This design comes from an exercise in tuning for small area and a short achievable clock period on the open sky130 flow, not from production work.
Function was checked by simulation only, so behaviour that the tests miss may differ from the original.

==> run a <==
// conv_layer_top
module conv_layer_top (
        input  logic clk,
        input  logic rst,
        input  logic weight_we,
        input  logic [1:0] weight_channel,
        input  logic [4:0] weight_tap,
        input  logic [7:0] weight_data,
        input  logic valid_in,
        input  logic [287:0] in_samples,
        output logic valid_out,
        output logic [11:0] conv_out
);
        logic [4:0] tap;
        logic [11:0] b_one, b_two, b_nz, b_neg;
        logic [7:0] b_nsum;
        logic [207:0] sums;
        logic sums_valid;
        logic bus_en;
        logic bus_first;
        logic bus_last;
        logic [287:0] bus_samples;
        weight_bank weight_bank0 (
                .clk            (clk),
                .rst            (rst),
                .weight_we      (weight_we),
                .weight_channel (weight_channel),
                .weight_tap     (weight_tap),
                .weight_data    (weight_data),
                .tap            (tap),
                .b_one          (b_one),
                .b_two          (b_two),
                .b_nz           (b_nz),
                .b_neg          (b_neg),
                .b_nsum         (b_nsum)
        );
        tap_sequencer tap_sequencer0 (
                .clk         (clk),
                .rst         (rst),
                .valid_in    (valid_in),
                .in_samples  (in_samples),
                .tap         (tap),
                .bus_en      (bus_en),
                .bus_first   (bus_first),
                .bus_last    (bus_last),
                .bus_samples (bus_samples)
        );
        mac_array mac_array0 (
                .clk         (clk),
                .rst         (rst),
                .bus_en      (bus_en),
                .bus_first   (bus_first),
                .bus_last    (bus_last),
                .bus_samples (bus_samples),
                .b_one       (b_one),
  ...
make LEC_CHECK=0 CAP_MARGIN=20 CORE_MARGIN=2 CORE_UTILIZATION=40 SLEW_MARGIN=20 finish   # period 8.0 ns
run.sh (not shown) runs the stock make flow with config.mk's settings and CLKGATE_MAP_FILE= SYNTH_SCRIPT=/design/flow/synth_recipe.tcl, a recipe that flattens the netlist after the stock synthesis.
==> run b: changes against run a <==
--- a/flow/design.v
+++ b/flow/design.v
@@ -26,16 +26,18 @@
         input  logic rst,
         input  logic weight_we,
         input  logic [channel_w-1:0] weight_channel,
         input  logic [tap_w-1:0] weight_tap,
         input  logic [weight_w-1:0] weight_data,
         input  logic [tap_w-1:0] tap,
+        input  logic valid_in,
         output logic [num_channels*4-1:0] b_one,
         output logic [num_channels*4-1:0] b_two,
         output logic [num_channels*4-1:0] b_nz,
         output logic [num_channels*4-1:0] b_neg,
+        output logic [num_channels*4-1:0] b_sx,     
         output logic [7:0] b_nsum
 );
         logic [weight_w-1:0] weight_regs [num_channels*num_taps];
         logic [weight_w-1:0] wdata;
         assign wdata = rst ? '0 : weight_data;
         always_ff @(posedge clk) begin
@@ -50,20 +52,21 @@
                 logic [7:0] ns;
                 ns = '0;
                 for (int c = 0; c < num_channels; c++) begin
                         w = weight_regs[c*num_taps + tap];
                         for (int j = 0; j < 4; j++) begin
                                 g = {w[2*j+1], w[2*j], (j == 0) ? 1'b0 : w[2*j-1]};
-                                b_one[c*4+j] <= g[1] ^ g[0];
-                                b_two[c*4+j] <= (g == 3'b100) || (g == 3'b011);
-                                b_nz[c*4+j]  <= (g != 3'b000) && (g != 3'b111);
-                                b_neg[c*4+j] <= g[2] && (g != 3'b111);
+                                b_one[c*4+j] <= valid_in && (g[1] ^ g[0]);
+                                b_two[c*4+j] <= valid_in && ((g == 3'b100) || (g == 3'b011));
+                                b_nz[c*4+j]  <= valid_in && (g != 3'b000) && (g != 3'b111);
+                                b_neg[c*4+j] <= valid_in && g[2] && (g != 3'b111);
+                                b_sx[c*4+j]  <= valid_in && !(g[2] && (g != 3'b111));
                                 ns = ns + ((g[2] && (g != 3'b111)) ? (8'd1 << (2*j)) : 8'd0);
                         end
                 end
-                b_nsum <= ns;
+                b_nsum <= valid_in ? ns : 8'd0;
         end
 endmodule
 `timescale 1ns/1ps
 import conv_types_pkg::*;
 import conv_ctrl_pkg::*;
 module tap_sequencer (
@@ -450,12 +453,13 @@
         input  logic bus_last,
         input  logic [num_channels*num_lanes*sample_w-1:0] bus_samples,
         input  logic [num_channels*4-1:0] b_one,
         input  logic [num_channels*4-1:0] b_two,
         input  logic [num_channels*4-1:0] b_nz,
         input  logic [num_channels*4-1:0] b_neg,
+        input  logic [num_channels*4-1:0] b_sx,
         input  logic [7:0] b_nsum,
         output logic [num_lanes*26-1:0] sums,
         output logic sums_valid
 );
         localparam int sum_w = 26;       
         localparam logic [sum_w-1:0] row_const = 26'h2719000;
@@ -467,34 +471,35 @@
                 end else begin
                         st2_en <= bus_en;
                         sums_valid <= st2_en & st2_last;
                 end
         end
         always_ff @(posedge clk) begin
-                st2_first <= bus_first;
+                st2_first <= bus_en & bus_first;
                 st2_last <= bus_last;
         end
         for (genvar l = 0; l < num_lanes; l++) begin : g_lane
                 logic [12:0] r [num_channels][4];
                 logic [20:0] ps, pc;
                 logic [20:0] ps_q, pc_q;
                 logic [sum_w-1:0] acc, acc_in, s3, c3, maj;
                 for (genvar c = 0; c < num_channels; c++) begin : g_ch
                         logic [sample_w-1:0] x;
                         assign x = bus_samples[(c*num_lanes+l)*sample_w +: sample_w];
                         for (genvar j = 0; j < 4; j++) begin : g_dig
-                                logic one, two, nz, neg;
+                                logic one, two, nz, neg, sx;
                                 assign one = b_one[c*4+j];
                                 assign two = b_two[c*4+j];
                                 assign nz = b_nz[c*4+j];
                                 assign neg = b_neg[c*4+j];
+                                assign sx = b_sx[c*4+j];
                                 assign r[c][j][0] = (one & x[0]) ^ neg;
                                 for (genvar i = 1; i < sample_w; i++) begin : g_bit
                                         assign r[c][j][i] = ((one & x[i]) | (two & x[i-1])) ^ neg;
                                 end
-                                assign r[c][j][12] = ~((nz & x[11]) ^ neg);
+                                assign r[c][j][12] = (nz & x[11]) ^ sx;
                         end
                 end
                 lane_tree u_tree (
                         .r0_0(r[0][0]), .r0_1(r[0][1]), .r0_2(r[0][2]), .r0_3(r[0][3]),
                         .r1_0(r[1][0]), .r1_1(r[1][1]), .r1_2(r[1][2]), .r1_3(r[1][3]),
                         .r2_0(r[2][0]), .r2_1(r[2][1]), .r2_2(r[2][2]), .r2_3(r[2][3]),
@@ -507,14 +512,13 @@
                 assign acc_in = st2_first ? row_const : acc;
                 assign s3 = acc_in ^ sum_w'(ps_q) ^ sum_w'(pc_q);
                 assign maj = (acc_in & sum_w'(ps_q)) | (acc_in & sum_w'(pc_q)) |
                              (sum_w'(ps_q) & sum_w'(pc_q));
                 assign c3 = {maj[sum_w-2:0], 1'b0};
                 always_ff @(posedge clk) begin
-                        if (st2_en)
-                                acc <= s3 + c3;
+                        acc <= s3 + c3;
                 end
                 assign sums[l*sum_w +: sum_w] = acc;
         end
 endmodule
 `timescale 1ns/1ps
 import conv_types_pkg::*;
@@ -585,13 +589,13 @@
         input  logic valid_in,
         input  logic [287:0] in_samples,
         output logic valid_out,
         output logic [11:0] conv_out
 );
         logic [4:0] tap;
-        logic [11:0] b_one, b_two, b_nz, b_neg;
+        logic [11:0] b_one, b_two, b_nz, b_neg, b_sx;
         logic [7:0] b_nsum;
         logic [207:0] sums;
         logic sums_valid;
         logic bus_en;
         logic bus_first;
         logic bus_last;
@@ -601,16 +605,18 @@
                 .rst            (rst),
                 .weight_we      (weight_we),
                 .weight_channel (weight_channel),
                 .weight_tap     (weight_tap),
                 .weight_data    (weight_data),
                 .tap            (tap),
+                .valid_in       (valid_in),
                 .b_one          (b_one),
                 .b_two          (b_two),
                 .b_nz           (b_nz),
                 .b_neg          (b_neg),
+                .b_sx           (b_sx),
                 .b_nsum         (b_nsum)
         );
         tap_sequencer tap_sequencer0 (
                 .clk         (clk),
                 .rst         (rst),
                 .valid_in    (valid_in),
@@ -629,12 +635,13 @@
                 .bus_last    (bus_last),
                 .bus_samples (bus_samples),
                 .b_one       (b_one),
                 .b_two       (b_two),
                 .b_nz        (b_nz),
                 .b_neg       (b_neg),
+                .b_sx        (b_sx),
                 .b_nsum      (b_nsum),
                 .sums        (sums),
                 .sums_valid  (sums_valid)
         );
         result_drain result_drain0 (
                 .clk        (clk),
Settings changed: ABC_CLOCK_PERIOD_IN_PS set to 3500, SETUP_SLACK_MARGIN set to 4.5.
==> run summary <==
Run a completed with no timing, DRC or antenna violations. Run b completed, yet does not pass: max-capacitance violations, max-slew violations. Of run a and run b, run b has the higher critical path depth (gap 1). Against run b, the sequential share of layout area of run a is higher by 5.5 points. Against run b, the final cell count of run a is lower by 5.3%. In run b the cell area is higher than in run a, by about 15%. First-iteration DRC count: run a is smaller than run b (about 27%).


==> 11-13: inputs <==
conv_layer_top, a different RTL version from the one above (not shown whole).
Settings: LEC_CHECK=0, ABC_CLOCK_PERIOD_IN_PS=3300, CAP_MARGIN=20, CORE_MARGIN=2, CORE_UTILIZATION=40, SETUP_SLACK_MARGIN=4.7, SLEW_MARGIN=20; clock period 8.0 ns.
==> 11-22: changes against 11-13 <==
--- a/flow/design.v
+++ b/flow/design.v
@@ -32,12 +32,11 @@
         input  logic valid_in,
         output logic [num_channels*4-1:0] b_one,
         output logic [num_channels*4-1:0] b_two,
         output logic [num_channels*4-1:0] b_nz,
         output logic [num_channels*4-1:0] b_neg,
-        output logic [num_channels*4-1:0] b_sx,     
-        output logic [7:0] b_nsum
+        output logic [num_channels*4-1:0] b_sx      
 );
         logic [weight_w-1:0] weight_regs [num_channels*num_taps];
         logic [weight_w-1:0] wdata;
         logic rst_q;
         logic we_q;
@@ -59,12 +58,10 @@
                                         weight_regs[c*num_taps + t] <= wdata;
         end
         always_ff @(posedge clk) begin
                 logic [weight_w-1:0] w;
                 logic [2:0] g;
-                logic [7:0] ns;
-                ns = '0;
                 for (int c = 0; c < num_channels; c++) begin
                         if (rst_q)
                                 w = '0;
                         else if (we_q && wch_q == c && wtap_q == tap)
                                 w = wd_q;
@@ -75,14 +72,12 @@
                                 b_one[c*4+j] <= valid_in && (g[1] ^ g[0]);
                                 b_two[c*4+j] <= valid_in && ((g == 3'b100) || (g == 3'b011));
                                 b_nz[c*4+j]  <= valid_in && (g != 3'b000) && (g != 3'b111);
                                 b_neg[c*4+j] <= valid_in && g[2] && (g != 3'b111);
                                 b_sx[c*4+j]  <= valid_in && !(g[2] && (g != 3'b111));
-                                ns = ns + ((g[2] && (g != 3'b111)) ? (8'd1 << (2*j)) : 8'd0);
                         end
                 end
-                b_nsum <= valid_in ? ns : 8'd0;
         end
 endmodule
 `timescale 1ns/1ps
 import conv_types_pkg::*;
 import conv_ctrl_pkg::*;
@@ -636,17 +631,23 @@
         input  logic [num_channels*4-1:0] b_one,
         input  logic [num_channels*4-1:0] b_two,
         input  logic [num_channels*4-1:0] b_nz,
         input  logic [num_channels*4-1:0] b_neg,
         input  logic [num_channels*4-1:0] b_sx,
-        input  logic [7:0] b_nsum,
         output logic [num_lanes*26-1:0] sums,
         output logic sums_valid
 );
         localparam int sum_w = 26;       
         localparam logic [sum_w-1:0] row_const = 26'h2719000;
         logic st2_en, st2_first, st2_last;
+        logic [7:0] b_nsum;
+        always_comb begin
+                b_nsum = '0;
+                for (int c = 0; c < num_channels; c++)
+                        for (int j = 0; j < 4; j++)
+                                b_nsum = b_nsum + (b_neg[c*4+j] ? (8'd1 << (2*j)) : 8'd0);
+        end
         always_ff @(posedge clk) begin
                 if (rst) begin
                         st2_en <= 1'b0;
                         sums_valid <= 1'b0;
                 end else begin
@@ -782,11 +783,10 @@
         output logic valid_out,
         output logic [11:0] conv_out
 );
         logic [4:0] tap;
         logic [11:0] b_one, b_two, b_nz, b_neg, b_sx;
-        logic [7:0] b_nsum;
         logic [207:0] sums;
         logic sums_valid;
         logic bus_en;
         logic bus_first;
         logic bus_last;
@@ -802,12 +802,11 @@
                 .valid_in       (valid_in),
                 .b_one          (b_one),
                 .b_two          (b_two),
                 .b_nz           (b_nz),
                 .b_neg          (b_neg),
-                .b_sx           (b_sx),
-                .b_nsum         (b_nsum)
+                .b_sx           (b_sx)
         );
         tap_sequencer tap_sequencer0 (
                 .clk         (clk),
                 .rst         (rst),
                 .valid_in    (valid_in),
@@ -828,11 +827,10 @@
                 .b_one       (b_one),
                 .b_two       (b_two),
                 .b_nz        (b_nz),
                 .b_neg       (b_neg),
                 .b_sx        (b_sx),
-                .b_nsum      (b_nsum),
                 .sums        (sums),
                 .sums_valid  (sums_valid)
         );
         result_drain result_drain0 (
                 .clk        (clk),
ABC_CLOCK_PERIOD_IN_PS = 3400   (was 3300)
CAP_MARGIN = 40   (was 20)
CTS_BUF_LIST = sky130_fd_sc_hd__clkbuf_8   (was not set)
SETUP_SLACK_MARGIN = 4.6   (was 4.7)
SLEW_MARGIN = 40   (was 20)
==> run summary <==
status=complete, no violations; clock period minus worst slack=4.02 ns; routed vias=96890; sequential cell area share=28.5%; post-layout util=50.4%; HPWL after DPL=337 mm; clock latency on the worst-skew pair=0.96 ns
Source of the figures above: 11-13

==> run summary <==
clock latency on the worst-skew pair=1.15 ns; status=complete, no violations; HPWL after DPL=359 mm; sequential cell area share=29.1%; routed vias=95571
Source of the figures above: 11-22



==> v28: inputs <==
Another version of the RTL of conv_layer_top (not shown whole).
clock: 8.0 ns
lec_check: 0
abc_clock_period_in_ps: 4500
cap_margin: 40
core_margin: 2
core_utilization: 40
cts_buf_list: sky130_fd_sc_hd__clkbuf_16
cts_cluster_diameter: 100
cts_cluster_size: 20
setup_slack_margin: 4.6
slew_margin: 40
standard.sh (not shown) runs the stock make flow with config.mk's settings and CLKGATE_MAP_FILE= SYNTH_SCRIPT=/design/flow/synth_recipe.tcl, a recipe that flattens the netlist after the stock synthesis.
==> flow/flow/run.sh <==
#!/bin/bash
# The standard layout, with one step added after the standard synthesis:
# flow/polarity.py removes inverters between full adders by flipping full
# adders to their dual (a full adder is self-dual), and the layout then runs
# on that netlist. Registers and all other cells are left as synthesis made them.
# The ports are buffered as in the standard flow, with the smallest buffer.
set -euo pipefail
bash standard.sh synth > synth.log 2>&1
R=orfs/results/${FLOW_PLATFORM}/conv_layer_top/base
cp $R/1_2_yosys.v $R/1_2_yosys_std.v
python3 flow/polarity.py $R/1_2_yosys_std.v $R/1_2_yosys.v > polarity.log 2>&1
rm -f $R/1_synth.odb
bash standard.sh "BUFFER_PORTS_ARGS=-buffer_cell sky130_fd_sc_hd__buf_1" finish > layout.log 2>&1
Other scripts of this flow, unchanged in this note and not shown: flow/flow/polarity.py
==> inputs of v10, as changes to v28 <==
==> flow/config.mk (replaced) <==
export PLATFORM = sky130hd
export DESIGN_NAME = conv_layer_top
export DESIGN_NICKNAME = conv_layer_top
export VERILOG_FILES = /design/flow/design.v
export SDC_FILE = /design/flow/constraint.sdc
export NUM_CORES = 4
export LEC_CHECK = 0
export ABC_CLOCK_PERIOD_IN_PS = 3600
export CAP_MARGIN = 40
export CORE_MARGIN = 2
export CORE_UTILIZATION = 40
export CTS_BUF_LIST = sky130_fd_sc_hd__clkbuf_16
export CTS_CLUSTER_DIAMETER = 100
export CTS_CLUSTER_SIZE = 20
export SETUP_SLACK_MARGIN = 4.4
export SLEW_MARGIN = 40
==> inputs of v1, as changes to v28 <==
--- a/flow/design.v
+++ b/flow/design.v
@@ -24,21 +24,21 @@
 module weight_bank (
         input  logic clk,
         input  logic rst,
         input  logic weight_we,
         input  logic [channel_w-1:0] weight_channel,
         input  logic [tap_w-1:0] weight_tap,
         input  logic [weight_w-1:0] weight_data,
-        input  logic [num_taps-1:0] tap,         
+        input  logic [tap_w-1:0] tap,
         input  logic valid_in,
-        output logic [2*num_channels*4-1:0] b_one,
-        output logic [2*num_channels*4-1:0] b_two,
-        output logic [2*num_channels*4-1:0] b_nz,
-        output logic [2*num_channels*4-1:0] b_neg,
-        output logic [2*num_channels*4-1:0] b_sx    
+        output logic [num_channels*4-1:0] b_one,
+        output logic [num_channels*4-1:0] b_two,
+        output logic [num_channels*4-1:0] b_nz,
+        output logic [num_channels*4-1:0] b_neg,
+        output logic [num_channels*4-1:0] b_sx      
 );
         logic [weight_w-1:0] weight_regs [num_channels*num_taps];
         logic [weight_w-1:0] wdata;
         logic rst_q;
         logic we_q;
         logic [channel_w-1:0] wch_q;
         logic [tap_w-1:0] wtap_q;
@@ -53,79 +53,67 @@
         assign wdata = rst_q ? '0 : wd_q;
         always_ff @(posedge clk) begin
                 for (int c = 0; c < num_channels; c++)
                         for (int t = 0; t < num_taps; t++)
                                 if (rst_q || (we_q && wch_q == c && wtap_q == t))
                                         weight_regs[c*num_taps + t] <= wdata;
         end
-        logic wr_hit;
-        always_comb begin
-                wr_hit = 1'b0;
-                for (int t = 0; t < num_taps; t++)
-                        if (wtap_q == t)
-                                wr_hit = tap[t];
-        end
         always_ff @(posedge clk) begin
                 logic [weight_w-1:0] w;
                 logic [2:0] g;
-                logic one, two, nz, neg, sx;
                 for (int c = 0; c < num_channels; c++) begin
                         if (rst_q)
                                 w = '0;
-                        else if (we_q && wch_q == c && wr_hit)
+                        else if (we_q && wch_q == c && wtap_q == tap)
                                 w = wd_q;
-                        else begin
-                                w = '0;
-                                for (int t = 0; t < num_taps; t++)
-                                        w = w | (tap[t] ? weight_regs[c*num_taps + t] : '0);
-                        end
+                        else
+                                w = weight_regs[c*num_taps + tap];
                         for (int j = 0; j < 4; j++) begin
                                 g = {w[2*j+1], w[2*j], (j == 0) ? 1'b0 : w[2*j-1]};
-                                one = valid_in && (g[1] ^ g[0]);
-                                two = valid_in && ((g == 3'b100) || (g == 3'b011));
-                                nz = valid_in && (g != 3'b000) && (g != 3'b111);
-                                neg = valid_in && g[2] && (g != 3'b111);
-                                sx = valid_in && !(g[2] && (g != 3'b111));
-                                {b_one[c*4+j], b_one[12+c*4+j]} <= {one, !one};
-                                {b_two[c*4+j], b_two[12+c*4+j]} <= {two, !two};
-                                {b_nz[c*4+j], b_nz[12+c*4+j]} <= {nz, !nz};
-                                {b_neg[c*4+j], b_neg[12+c*4+j]} <= {neg, !neg};
-                                {b_sx[c*4+j], b_sx[12+c*4+j]} <= {sx, !sx};
+                                b_one[c*4+j] <= valid_in && (g[1] ^ g[0]);
+                                b_two[c*4+j] <= valid_in && ((g == 3'b100) || (g == 3'b011));
+                                b_nz[c*4+j]  <= valid_in && (g != 3'b000) && (g != 3'b111);
+                                b_neg[c*4+j] <= valid_in && g[2] && (g != 3'b111);
+                                b_sx[c*4+j]  <= valid_in && !(g[2] && (g != 3'b111));
                         end
                 end
         end
 endmodule
 `timescale 1ns/1ps
 import conv_types_pkg::*;
 import conv_ctrl_pkg::*;
 module tap_sequencer (
         input  logic clk,
         input  logic rst,
         input  logic valid_in,
         input  logic [num_channels*num_lanes*sample_w-1:0] in_samples,
-        output logic [num_taps-1:0] tap,         
+        output logic [tap_w-1:0] tap,
         output logic bus_en,             
         output logic bus_first,          
         output logic bus_last,           
         output logic [num_channels*num_lanes*sample_w-1:0] bus_samples
 );
         logic tap_is_last;
-        assign tap_is_last = tap[num_taps-1];
+        assign tap_is_last = (tap == tap_w'(num_taps - 1));
         always_ff @(posedge clk) begin
                 if (rst) begin
-                        tap <= num_taps'(1);
+                        tap <= '0;
                         bus_en <= 1'b0;
                 end else begin
                         bus_en <= valid_in;
-                        if (valid_in)
-                                tap <= {tap[num_taps-2:0], tap[num_taps-1]};
+                        if (valid_in) begin
+                                if (tap_is_last)
+                                        tap <= '0;
+                                else
+                                        tap <= tap + tap_w'(1);
+                        end
                 end
         end
         always_ff @(posedge clk) begin
-                bus_first <= tap[0];
+                bus_first <= (tap == '0);
                 bus_last <= tap_is_last;
                 bus_samples <= in_samples;
         end
 endmodule
 `timescale 1ns/1ps
 import conv_types_pkg::*;
 import conv_ctrl_pkg::*;
@@ -636,19 +624,19 @@
 module mac_array (
         input  logic clk,
         input  logic rst,
         input  logic bus_en,
         input  logic bus_first,
         input  logic bus_last,
         input  logic [num_channels*num_lanes*sample_w-1:0] bus_samples,
-        input  logic [2*num_channels*4-1:0] b_one,
-        input  logic [2*num_channels*4-1:0] b_two,
-        input  logic [2*num_channels*4-1:0] b_nz,
-        input  logic [2*num_channels*4-1:0] b_neg,
-        input  logic [2*num_channels*4-1:0] b_sx,
+        input  logic [num_channels*4-1:0] b_one,
+        input  logic [num_channels*4-1:0] b_two,
+        input  logic [num_channels*4-1:0] b_nz,
+        input  logic [num_channels*4-1:0] b_neg,
+        input  logic [num_channels*4-1:0] b_sx,
         output logic [num_lanes*26-1:0] sums,
         output logic sums_valid
 );
         localparam int sum_w = 26;       
         localparam logic [sum_w-1:0] row_const = 26'h2719000;
         logic st2_en, st2_first, st2_last;
         logic [7:0] b_nsum;
@@ -680,19 +668,19 @@
                 logic [7:0] blk0, blk1, blk2;
                 logic [4:0] blk3;
                 for (genvar c = 0; c < num_channels; c++) begin : g_ch
                         logic [sample_w-1:0] x;
                         assign x = bus_samples[(c*num_lanes+l)*sample_w +: sample_w];
                         for (genvar j = 0; j < 4; j++) begin : g_dig
                                 logic one, two, nz, neg, sx;
-                                assign one = (l < 4) ? b_one[c*4+j] : !b_one[12+c*4+j];
-                                assign two = (l < 4) ? b_two[c*4+j] : !b_two[12+c*4+j];
-                                assign nz = (l < 4) ? b_nz[c*4+j] : !b_nz[12+c*4+j];
-                                assign neg = (l < 4) ? b_neg[c*4+j] : !b_neg[12+c*4+j];
-                                assign sx = (l < 4) ? b_sx[c*4+j] : !b_sx[12+c*4+j];
+                                assign one = b_one[c*4+j];
+                                assign two = b_two[c*4+j];
+                                assign nz = b_nz[c*4+j];
+                                assign neg = b_neg[c*4+j];
+                                assign sx = b_sx[c*4+j];
                                 assign r[c][j][0] = (one & x[0]) ^ neg;
                                 for (genvar i = 1; i < sample_w; i++) begin : g_bit
                                         assign r[c][j][i] = ((one & x[i]) | (two & x[i-1])) ^ neg;
                                 end
                                 assign r[c][j][12] = (nz & x[11]) ^ sx;
                         end
                 end
@@ -791,16 +779,16 @@
         input  logic [4:0] weight_tap,
         input  logic [7:0] weight_data,
         input  logic valid_in,
         input  logic [287:0] in_samples,
         output logic valid_out,
         output logic [11:0] conv_out
 );
-        logic [24:0] tap;
-        logic [23:0] b_one, b_two, b_nz, b_neg, b_sx;
+        logic [4:0] tap;
+        logic [11:0] b_one, b_two, b_nz, b_neg, b_sx;
         logic [207:0] sums;
         logic sums_valid;
         logic bus_en;
         logic bus_first;
         logic bus_last;
         logic [287:0] bus_samples;
         weight_bank weight_bank0 (
==> flow/flow/run.sh (replaced) <==
#!/bin/bash
# The standard layout, with one step added after the standard synthesis:
# flow/polarity.py removes inverters between full adders by flipping full
# adders to their dual (a full adder is self-dual), and the layout then runs
# on that netlist. Registers and all other cells are left as synthesis made them.
set -euo pipefail
bash standard.sh synth > synth.log 2>&1
R=orfs/results/${FLOW_PLATFORM}/conv_layer_top/base
cp $R/1_2_yosys.v $R/1_2_yosys_std.v
python3 flow/polarity.py $R/1_2_yosys_std.v $R/1_2_yosys.v > polarity.log 2>&1
rm -f $R/1_synth.odb
bash standard.sh > layout.log 2>&1
==> flow/config.mk (replaced) <==
export PLATFORM = sky130hd
export DESIGN_NAME = conv_layer_top
export DESIGN_NICKNAME = conv_layer_top
export VERILOG_FILES = /design/flow/design.v
export SDC_FILE = /design/flow/constraint.sdc
export NUM_CORES = 4
export LEC_CHECK = 0
export ABC_CLOCK_PERIOD_IN_PS = 3400
export CAP_MARGIN = 40
export CORE_MARGIN = 2
export CORE_UTILIZATION = 40
export CTS_BUF_LIST = sky130_fd_sc_hd__clkbuf_8
export SETUP_SLACK_MARGIN = 4.6
export SLEW_MARGIN = 40
==> qor.csv <==
stage,metric,value,unit
outcome,status,timing/DRC/antenna clean,
logic_synthesis,Synth Cell Area,115000,um2
route,met2 wire len,239000,um
cts,TritonCTS Sinks,1773,
cells_and_area,Multi-input gate area,70900,um2
die,Die Y,541,um
cells_and_area,NonClk Buf Share,9.96,%
cells_and_area,share of layout cells above drive strength 1,18.7,%
worst_setup_path,"Slowest-stage cell, CP",a222oi_1,
sta,final setup margin,4240,ps
placed_design,RD Place Congestion,1.02,
(the above is from v1)
==> qor.csv <==
stage,metric,value,unit
outcome,status,timing/DRC/antenna clean,
cells_and_area,share of layout cells above drive strength 1,6.24,%
sta,final setup margin,4410,ps
cts,clock latency on the worst-skew pair,800,ps
worst_setup_path,"Slowest-stage cell, CP",or3_1,
route,met2 wire len,169000,um
cts,TritonCTS Sinks,1853,
logic_synthesis,Synth Cell Area,113000,um2
cells_and_area,largest class,multi-input gates,
placed_design,RD Place Congestion,0.957,
cells_and_area,Multi-input gate area,64000,um2
(the above is from v10)
==> qor.csv <==
stage,metric,value,unit
worst_setup_path,"Slowest-stage cell, CP",fa_1,
cells_and_area,share of layout cells above drive strength 1,10.6,%
cells_and_area,Multi-input gate area,64600,um2
cells_and_area,NonClk Buf Share,5.70,%
die,Die Y,535,um
logic_synthesis,Synth Cell Area,113000,um2
outcome,status,timing/DRC/antenna clean,
cts,TritonCTS Sinks,1853,
sta,final setup margin,4570,ps
(the above is from v28)

[what the ideal ports hide]
How much do the figures lean on ideal ports? The routed layouts below were timed once more, with nothing changed but the port constraints.
Step 1 sets driving cells, clkbuf_16 on the clock port and buf_2 on the other inputs (assumed; they add their load-dependent delay and slew).
Step 2 also shifts input and output timing later by t, the mid clock arrival at the registers, as if the neighbouring blocks saw the same clock.
a / b / c = ideal / step 1 / step 2; a / b = the first two.
| run | t, ns | setup slack, ns | hold slack, ns | slew at the worst register clock pin (ns) |
|---|---|---|---|---|
| run a | 0.977 | 2.580 / 2.580 / 2.580 | 0.332 / 0.332 / 0.332 | 0.07 / 0.07 |
| run b | 1.006 | 3.748 / 3.748 / 3.551 | 0.346 / 0.346 / 0.346 | 0.08 / 0.08 |
| 11-13 | 1.025 | 3.979 / 3.979 / 3.937 | 0.325 / 0.325 / 0.325 | 0.08 / 0.08 |
| 11-22 | 1.212 | 4.158 / 4.158 / 4.158 | 0.332 / 0.332 / 0.332 | 0.08 / 0.08 |
| v28 | 0.906 | 4.566 / 4.566 / 3.890 | 0.376 / 0.376 / 0.376 | 0.10 / 0.10 |
| v10 | 0.875 | 4.413 / 4.413 / 4.413 | 0.336 / 0.336 / 0.336 | 0.10 / 0.10 |
| v1 | 1.197 | 4.245 / 4.245 / 4.245 | 0.338 / 0.338 / 0.338 | 0.08 / 0.08 |
The setup slack of v28, which loses most, moves by 0.000 ns with the drivers and by -0.676 ns with both steps.
